This is an optimization exercise on Yosys and OpenROAD, whose aim is small area, a short achievable clock period and few clock cycles per item, not a production implementation.
RTL that was checked went through simulation tests only; none was proved equivalent to the original.

==> trial 44: inputs <==
// median_blend_filter_unit
module median_blend_filter_unit #(
  parameter int WINDOW_MAX = mbf_pkg::WINDOW_MAX_DEF
) (
  input  logic                              clk,
  input  logic                              rst_n,
  input  logic                              in_valid,
  output logic                              in_ready,
  input  logic [mbf_pkg::SAMPLE_W-1:0]      in_sample,
  output logic                              out_valid,
  input  logic                              out_ready,
  output logic [mbf_pkg::SAMPLE_W-1:0]      out_filtered,
  output logic                              out_valid_res,
  input  logic                              cfg_psel,
  input  logic                              cfg_penable,
  input  logic                              cfg_pwrite,
  input  logic [mbf_pkg::CFG_ADDR_W-1:0]    cfg_paddr,
  input  logic [mbf_pkg::CFG_DATA_W-1:0]    cfg_pwdata,
  output logic [mbf_pkg::CFG_DATA_W-1:0]    cfg_prdata,
  output logic                              cfg_pready
);
  logic [4:0]  n_eff;
  logic [14:0] old_msk;
  logic [3:0]  k_lo, k_lo_m1, k_hi, k_hi_m1;
  logic [mbf_pkg::NBOOTH-1:0] bneg, bone, btwo;
  logic        adv;
  logic [31:0] x_r;
  logic        xv_r;
  logic [4:0]  fill_r;
  logic        cv_r, cfull_r;
  logic        c2v_r, c2full_r;
  logic        dv_r, dfull_r;
  logic        ev_r, efull_r;
  logic        ov_r, sv_r, rdy_r;
  logic [31:0] o_data_r, s_data_r;
  logic        o_res_r, s_res_r;
  logic [15:0][31:0] hist;
  logic [14:0] sel_lo, sel_hi;
  logic [31:0] blend;
  logic        ins;
  logic [4:0]  fill_inc;
  logic        push, pop;
  logic [31:0] new_data;
  ...
clock: 10.0 ns
lec_check: 0
cap_margin: 20
core_margin: 2
core_utilization: 40
setup_slack_margin: 5
slew_margin: 20
standard.sh (not shown) runs the stock make flow with config.mk's settings and CLKGATE_MAP_FILE= SYNTH_SCRIPT=/design/flow/synth_recipe.tcl, a recipe that flattens the netlist after the stock synthesis.
==> flow/flow/run.sh <==
#!/bin/bash
set -euo pipefail
MARGIN=6.3
sed -e "s/SETUP_SLACK_MARGIN=5 /SETUP_SLACK_MARGIN=$MARGIN /" standard.sh > standard_margin.sh
grep -q "SETUP_SLACK_MARGIN=$MARGIN " standard_margin.sh
bash standard_margin.sh > flow.log 2>&1
==> build 18 (differences from trial 44) <==
--- a/flow/design.v
+++ b/flow/design.v
@@ -42,17 +42,17 @@
       weight_r <= mbf_pkg::WEIGHT_RESET;
     end else if (wr_en) begin
       if (paddr[2]) weight_r <= pwdata[mbf_pkg::WEIGHT_W-1:0];
       else          len_r    <= pwdata[mbf_pkg::LEN_REG_W-1:0];
     end
   end
-  logic rd_sel_r;
+  logic [mbf_pkg::WEIGHT_W-1:0] prdata_r;
   always_ff @(posedge clk) begin
-    rd_sel_r <= paddr[2];
+    prdata_r <= paddr[2] ? weight_r : mbf_pkg::WEIGHT_W'(len_r);
   end
-  assign prdata = rd_sel_r ? mbf_pkg::CFG_DATA_W'(weight_r) : mbf_pkg::CFG_DATA_W'(len_r);
+  assign prdata = mbf_pkg::CFG_DATA_W'(prdata_r);
   function automatic logic [4:0] clamp_len(logic [4:0] l);
     if (l == 5'd0)       clamp_len = 5'd1;
     else if (l > 5'd16)  clamp_len = 5'd16;
     else                 clamp_len = l;
   endfunction
   logic [4:0]  len_src, n_d;
@@ -130,13 +130,13 @@
 );
   logic [15:0][31:0] hist_r;
   logic [15:0][15:0] prec_r;      
   logic [14:0] c_new;              
   logic [14:0][3:0] q;
   logic [14:0] lo_old, hi_old;
-  logic [14:0] sel_lo_r, sel_hi_r;
+  logic [14:0][3:0] q_r;
   always_comb begin
     for (int j = 0; j < 15; j++) begin
       c_new[j] = {~hist_r[j][31], hist_r[j][30:0]} < {~x[31], x[30:0]};
     end
   end
   logic [14:0][13:0] pc_in;
@@ -150,50 +150,49 @@
   end
   for (genvar g = 0; g < 15; g++) begin : g_pc
     mbf_popcnt14 u_pc (.a(pc_in[g]), .y(q[g]));
   end
   always_comb begin
     for (int i = 0; i < 15; i++) begin
-      lo_old[i] = old_msk[i] && (c_new[i] ? (q[i] == k_lo) : (q[i] == k_lo_m1));
-      hi_old[i] = old_msk[i] && (c_new[i] ? (q[i] == k_hi) : (q[i] == k_hi_m1));
+      lo_old[i] = old_msk[i] && (prec_r[0][i+1] ? (q_r[i] == k_lo) : (q_r[i] == k_lo_m1));
+      hi_old[i] = old_msk[i] && (prec_r[0][i+1] ? (q_r[i] == k_hi) : (q_r[i] == k_hi_m1));
     end
   end
   always_ff @(posedge clk) begin
     if (ins) begin
       hist_r[0] <= x;
       for (int i = 1; i < 16; i++) hist_r[i] <= hist_r[i-1];
       for (int j = 1; j < 16; j++) prec_r[0][j] <= c_new[j-1];
       for (int i = 1; i < 16; i++)
         for (int j = i + 1; j < 16; j++)
           prec_r[i][j] <= prec_r[i-1][j-1];
     end
     if (adv) begin
-      sel_lo_r <= lo_old;
-      sel_hi_r <= hi_old;
+      q_r <= q;
     end
   end
   assign hist   = hist_r;
-  assign sel_lo = sel_lo_r;
-  assign sel_hi = sel_hi_r;
+  assign sel_lo = lo_old;
+  assign sel_hi = hi_old;
 endmodule
 module mbf_mac (
   input  logic                           clk,
   input  logic                           adv,
   input  logic [15:0][31:0]              hist,
   input  logic [14:0]                    sel_lo,    
   input  logic [14:0]                    sel_hi,
   input  logic [mbf_pkg::NBOOTH-1:0]     bneg,
   input  logic [mbf_pkg::NBOOTH-1:0]     bone,
   input  logic [mbf_pkg::NBOOTH-1:0]     btwo,
+  input  logic [1:0]                     s_pos,     
   output logic [31:0]                    blend
 );
   logic [31:0] lo_o, hi_o, lo, hi, s;
   logic        lo_x, hi_x;
   logic [33:0] t_sum, t_cy;
   logic [33:0] ts_r, tc_r;
-  logic [31:0] s1_r;
   always_comb begin
     logic [33:0] lo_e, hi_e, ns_e;
     lo_o = '0;
     hi_o = '0;
     for (int i = 0; i < 15; i++) begin
       lo_o = lo_o | (hist[i+1] & {32{sel_lo[i]}});
@@ -211,59 +210,70 @@
     t_cy  = {((lo_e[32:0] & hi_e[32:0]) | (lo_e[32:0] & ns_e[32:0]) | (hi_e[32:0] & ns_e[32:0])), 1'b1};
   end
   always_ff @(posedge clk) begin
     if (adv) begin
       ts_r <= t_sum;
       tc_r <= t_cy;
-      s1_r <= s;
     end
   end
   logic [33:0] d2;
   logic [32:0] d_r;
-  logic [31:0] s_r;
   assign d2 = ts_r + tc_r;
   always_ff @(posedge clk) begin
     if (adv) begin
       d_r <= d2[33:1];
-      s_r <= s1_r;
     end
   end
+  logic [31:0] s_d;
+  always_comb begin
+    case (s_pos)
+      2'd1:    s_d = hist[1];
+      2'd2:    s_d = hist[2];
+      default: s_d = hist[0];
+    endcase
+  end
   logic [31:0] row_a, row_b, a_r, b_r;
-  logic        c16, c16_r;
+  logic [3:0]  gen16, prop16, gen16_r, prop16_r;
+  logic        c16;
   mbf_mul_tree u_tree (
     .d     (d_r),
-    .s     (s_r),
+    .s     (s_d),
     .bneg  (bneg),
     .bone  (bone),
     .btwo  (btwo),
     .row_a (row_a),
     .row_b (row_b),
-    .c16   (c16)
+    .gen16 (gen16),
+    .prop16(prop16)
   );
   always_ff @(posedge clk) begin
     if (adv) begin
       a_r   <= row_a;
       b_r   <= row_b;
-      c16_r <= c16;
+      gen16_r  <= gen16;
+      prop16_r <= prop16;
     end
   end
-  assign blend = a_r + b_r + 32'(c16_r);
+  assign c16 = gen16_r[3] | (prop16_r[3] & (gen16_r[2] | (prop16_r[2] &
+               (gen16_r[1] | (prop16_r[1] & gen16_r[0])))));
+  assign blend = a_r + b_r + 32'(c16);
 endmodule
 module mbf_mul_tree (
   input  logic [32:0] d,
   input  logic [31:0] s,
   input  logic [8:0]  bneg,
   input  logic [8:0]  bone,
   input  logic [8:0]  btwo,
   output logic [31:0] row_a,
   output logic [31:0] row_b,
-  output logic        c16
+  output logic [3:0]  gen16,    
+  output logic [3:0]  prop16    
 );
   logic m_1, m_2, m_3, m_4, m_5, m_6, m_7, m_8, m_9, m_10, m_11, m_12, m_13, m_14, m_15, m_16, m_17, m_18, m_19, m_20, m_21, m_22, m_23, m_24, m_25, m_26, m_27, m_28, m_29, m_30, m_31, m_32, m_33, m_34, m_35, m_36, m_37, m_38, m_39, m_40, m_41, m_42, m_43, m_44, m_45, m_46, m_47, m_48, m_49, m_50, m_51, m_52, m_53, m_54, m_55, m_56, m_57, m_58, m_59, m_60, m_61, m_62, m_63, m_64, m_65, m_66, m_67, m_68, m_69, m_70, m_71, m_72, m_73, m_74, m_75, m_76, m_77, m_78, m_79, m_80, m_81, m_82, m_83, m_84, m_85, m_86, m_87, m_88, m_89, m_90, m_91, m_92, m_93, m_94, m_95, m_96, m_97, m_98, m_99, m_100, m_101, m_102, m_103, m_104, m_105, m_106, m_107, m_108, m_109, m_110, m_111, m_112, m_113, m_114, m_115, m_116, m_117, m_118, m_119, m_120, m_121, m_122, m_123, m_124, m_125, m_126, m_127, m_128, m_129, m_130, m_131, m_132, m_133, m_134, m_135, m_136, m_137, m_138, m_139, m_140, m_141, m_142, m_143, m_144, m_145, m_146, m_147, m_148, m_149, m_150, m_151, m_152, m_153, m_154, m_155, m_156, m_157, m_158, m_159, m_160, m_161, m_162, m_163, m_164, m_165, m_166, m_167, m_168, m_169, m_170, m_171, m_172, m_173, m_174, m_175, m_176, m_177, m_178, m_179, m_180, m_181, m_182, m_183, m_184, m_185, m_186, m_187, m_188, m_189, m_190, m_191, m_192, m_193, m_194, m_195, m_196, m_197, m_198, m_199, m_200, m_201, m_202, m_203, m_204, m_205, m_206, m_207, m_208, m_209, m_210, m_211, m_212, m_213, m_214, m_215, m_216, m_217, m_218, m_219, m_220, m_221, m_222, m_223, m_224, m_225, m_226, m_227, m_228, m_229, m_230, m_231, m_232, m_233, m_234, m_235, m_236, m_237, m_238, m_239, m_240, m_241, m_242, m_243, m_244, m_245, m_246, m_247, m_248, m_249, m_250, m_251, m_252, m_253, m_254, m_255, m_256, m_257, m_258, m_259, m_260, m_261, m_262, m_263, m_264, m_265, m_266, m_267, m_268, m_269, m_270, m_271, m_272, m_273, m_274, m_275, m_276, m_277, m_278, m_279, m_280, m_281, m_282, m_283, m_284, m_285, m_286, m_287, m_288, m_289, m_290, m_291, m_292, m_293, m_294, m_295, m_296, m_297, m_298, m_299, m_300, m_301, m_302, m_303, m_304, m_305, m_306, m_307, m_308, m_309, m_310, m_311, m_312, m_313, m_314, m_315, m_316, m_317, m_318, m_319, m_320, m_321, m_322, m_323, m_324, m_325, m_326, m_327, m_328, m_329, m_330, m_331, m_332, m_333, m_334, m_335, m_336, m_337, m_338, m_339, m_340, m_341, m_342, m_343, m_344, m_345, m_346, m_347, m_348, m_349, m_350, m_351, m_352, m_353, m_354, m_355, m_356, m_357, m_358, m_359, m_360, m_361, m_362, m_363, m_364, m_365, m_366, m_367, m_368, m_369, m_370, m_371, m_372, m_373, m_374, m_375, m_376, m_377, m_378, m_379, m_380, m_381, m_382, m_383, m_384, m_385, m_386, m_387, m_388, m_389, m_390, m_391, m_392, m_393, m_394, m_395, m_396, m_397, m_398, m_399, m_400, m_401, m_402, m_403, m_404, m_405, m_406, m_407, m_408, m_409, m_410, m_411, m_412, m_413, m_414, m_415, m_416, m_417, m_418, m_419, m_420, m_421, m_422, m_423, m_424, m_425, m_426, m_427, m_428, m_429, m_430, m_431, m_432, m_433, m_434, m_435, m_436, m_437, m_438, m_439, m_440, m_441, m_442, m_443, m_444, m_445, m_446, m_447, m_448, m_449, m_450, m_451, m_452, m_453, m_454, m_455, m_456, m_457, m_458, m_459, m_460, m_461, m_462, m_463, m_464, m_465, m_466, m_467, m_468, m_469, m_470, m_471, m_472, m_473, m_474, m_475, m_476, m_477, m_478, m_479, m_480, m_481, m_482, m_483, m_484, m_485, m_486, m_487, m_488, m_489, m_490, m_491, m_492, m_493, m_494, m_495, m_496, m_497, m_498, m_499, m_500, m_501, m_502, m_503, m_504, m_505, m_506, m_507, m_508, m_509, m_510, m_511, m_512, m_513, m_514, m_515, m_516, m_517, m_518, m_519, m_520, m_521, m_522, m_523, m_524, m_525, m_526, m_527, m_528, m_529, m_530, m_531, m_532, m_533, m_534, m_535, m_536, m_537, m_538, m_539, m_540, m_541, m_542, m_543, m_544, m_545, m_546, m_547, m_548, m_549, m_550, m_551, m_552, m_553, m_554, m_555, m_556, m_557, m_558, m_559, m_560, m_561, m_562, m_563, m_564, m_565, m_566, m_567, m_568, m_569, m_570, m_571, m_572, m_573, m_574, m_575, m_576, m_577, m_578, m_579, m_580, m_581, m_582, m_583, m_584, m_585, m_586, m_587, m_588, m_589, m_590, m_591, m_592, m_593, m_594, m_595, m_596, m_597, m_598, m_599, m_600, m_601, m_602, m_603, m_604, m_605, m_606, m_607, m_608, m_609, m_610, m_611, m_612, m_613, m_614, m_615, m_616, m_617, m_618, m_619, m_620, m_621, m_622, m_623, m_624, m_625, m_626, m_627, m_628, m_629, m_630, m_631, m_632, m_633, m_634, m_635, m_636, m_637, m_638, m_639, m_640, m_641, m_642, m_643, m_644, m_645, m_646, m_647, m_648, m_649, m_650, m_651, m_652, m_653, m_654, m_655, m_656, m_657, m_658, m_659, m_660, m_661, m_662, m_663, m_664, m_665, m_666, m_667, m_668, m_669, m_670, m_671, m_672, m_673, m_674, m_675, m_676, m_677, m_678, m_679, m_680, m_681, m_682, m_683, m_684, m_685, m_686, m_687, m_688, m_689, m_690, m_691, m_692, m_693, m_694, m_695, m_696, m_697, m_698, m_699, m_700, m_701, m_702, m_703, m_704, m_705, m_706, m_707, m_708, m_709, m_710, m_711, m_712, m_713, m_714, m_715, m_716, m_717, m_718, m_719, m_720, m_721, m_722, m_723, m_724, m_725, m_726, m_727, m_728, m_729, m_730, m_731, m_732, m_733, m_734, m_735, m_736, m_737, m_738, m_739, m_740, m_741, m_742, m_743, m_744, m_745, m_746, m_747, m_748, m_749, m_750, m_751, m_752, m_753, m_754, m_755, m_756, m_757, m_758, m_759, m_760, m_761, m_762, m_763, m_764, m_765, m_766, m_767, m_768, m_769, m_770, m_771, m_772, m_773, m_774, m_775, m_776, m_777, m_778, m_779, m_780, m_781, m_782, m_783, m_784, m_785, m_786, m_787, m_788, m_789, m_790, m_791, m_792, m_793, m_794, m_795, m_796, m_797, m_798, m_799, m_800, m_801, m_802, m_803, m_804, m_805, m_806, m_807, m_808, m_809, m_810, m_811, m_812, m_813, m_814, m_815, m_816, m_817, m_818, m_819, m_820, m_821, m_822, m_823, m_824, m_825, m_826, m_827, m_828, m_829, m_830, m_831, m_832, m_833, m_834, m_835, m_836, m_837, m_838, m_839, m_840, m_841, m_842, m_843, m_844, m_845, m_846, m_847, m_848, m_849, m_850, m_851, m_852, m_853, m_854, m_855, m_856, m_857, m_858, m_859, m_860;
   logic [47:0] ra, rb;
-  logic [16:0] lo_sum;
+  logic [3:0][4:0] nib;
   assign m_1 = (bneg[0] ^ ((btwo[0] & 1'b0) | (bone[0] & d[0])));
   assign m_2 = (bneg[0] ^ ((btwo[0] & d[0]) | (bone[0] & d[1])));
   assign m_3 = (bneg[0] ^ ((btwo[0] & d[1]) | (bone[0] & d[2])));
   assign m_4 = (bneg[0] ^ ((btwo[0] & d[2]) | (bone[0] & d[3])));
   assign m_5 = (bneg[0] ^ ((btwo[0] & d[3]) | (bone[0] & d[4])));
   assign m_6 = (bneg[0] ^ ((btwo[0] & d[4]) | (bone[0] & d[5])));
@@ -1214,14 +1224,17 @@
   assign ra[45] = m_854;
   assign rb[45] = m_855;
   assign ra[46] = m_856;
   assign rb[46] = m_857;
   assign ra[47] = m_858;
   assign rb[47] = m_859;
-  assign lo_sum = {1'b0, ra[15:0]} + {1'b0, rb[15:0]};
-  assign c16 = lo_sum[16];
+  for (genvar g = 0; g < 4; g++) begin : g_nib
+    assign nib[g]    = {1'b0, ra[4*g +: 4]} + {1'b0, rb[4*g +: 4]};
+    assign gen16[g]  = nib[g][4];
+    assign prop16[g] = &(ra[4*g +: 4] ^ rb[4*g +: 4]);
+  end
   assign row_a = ra[47:16];
   assign row_b = rb[47:16];
 endmodule
 module mbf_popcnt14 (
   input  logic [13:0] a,
   output logic [3:0]  y
@@ -1337,12 +1350,13 @@
     .hist   (hist),
     .sel_lo (sel_lo),
     .sel_hi (sel_hi),
     .bneg   (bneg),
     .bone   (bone),
     .btwo   (btwo),
+    .s_pos  (2'(cv_r) + 2'(c2v_r)),
     .blend  (blend)
   );
   assign adv      = !sv_r;
   assign in_ready = rdy_r;     
   assign ins      = adv && xv_r;
   assign fill_inc = (fill_r == 5'd16) ? fill_r : fill_r + 5'd1;
==> flow/flow/run.sh (replaced) <==
#!/bin/bash
set -euo pipefail
MARGIN=6.5
sed -e "s/SETUP_SLACK_MARGIN=5 /SETUP_SLACK_MARGIN=$MARGIN /" standard.sh > standard_margin.sh
grep -q "SETUP_SLACK_MARGIN=$MARGIN " standard_margin.sh
bash standard_margin.sh > flow.log 2>&1
Settings changed: CORE_UTILIZATION 40 to 60, CTS_CLUSTER_DIAMETER set to 100, CTS_CLUSTER_SIZE set to 20, PLACE_DENSITY set to 0.7.
==> flow_summary.ini <==
[floorplan]
design.core.area_um2 = 181000
n_tap_cell = 2370

[synth]
yosysSeqAreaShare = 0.428
syn-cell-area_um2 = 73000

[routing]
wl_per_cell_um = 28.4
wl_met3_mm = 31.7

[final_layout]
fin_util = 0.471

[pwr]
p_seq_frac = 0.330

[setup_path]
cp_max_fo = 25

[run_status]
status = timing/DRC/antenna clean
(the above is from trial 44)
==> flow_summary.ini <==
[final_layout]
fin_util = 0.694
nFillCells = 8534

[pwr]
p_seq_frac = 0.341

[setup_path]
cp_max_fo = 5

[routing]
wl_per_cell_um = 32.6

[synth]
syn-cell-area_um2 = 72600
yosysSeqAreaShare = 0.423

[cts]
clk_pin_slew_ns = 0.10

[run_status]
status = timing/DRC/antenna clean

[floorplan]
n_tap_cell = 1612
(the above is from build 18)
Testbench counts of build 18, summed over its fixed seeds: cycles 5,088, items 4,800.
No functional check of the RTL was part of trial 44.

==> re-timing with driven ports <==
No port has a modelled driver above. Below, the same layouts with a new extraction and two added sets of constraints.
Step 1 assumes that a clkbuf_16 drives the clock port and a buf_2 every other input.
Step 2 adds t to the input delays and takes it off the output delays; t is the mean of the earliest and latest rising clock arrival at the registers after step 1. Input paths then give back, and output paths get back, about the clock's delay inside the block.
a / b / c = no drivers / after step 1 / after step 2; a / b = the first two.
run	shift t [ns]	slack for setup (ns)	latest minus earliest clock arrival (ns)	slew at the worst register clock pin (ns)	pins driven straight from the clock port
trial 44	0.844	5.990 / 5.990 / 5.959	0.045 / 0.046	0.07 / 0.07	1
build 18	0.821	6.060 / 6.060 / 6.060	0.054 / 0.054	0.10 / 0.10	1
After both steps setup and hold are still met in every run listed. For trial 44, which loses most, drivers alone change the setup slack by 0.000 ns; drivers and shift together by -0.031 ns.
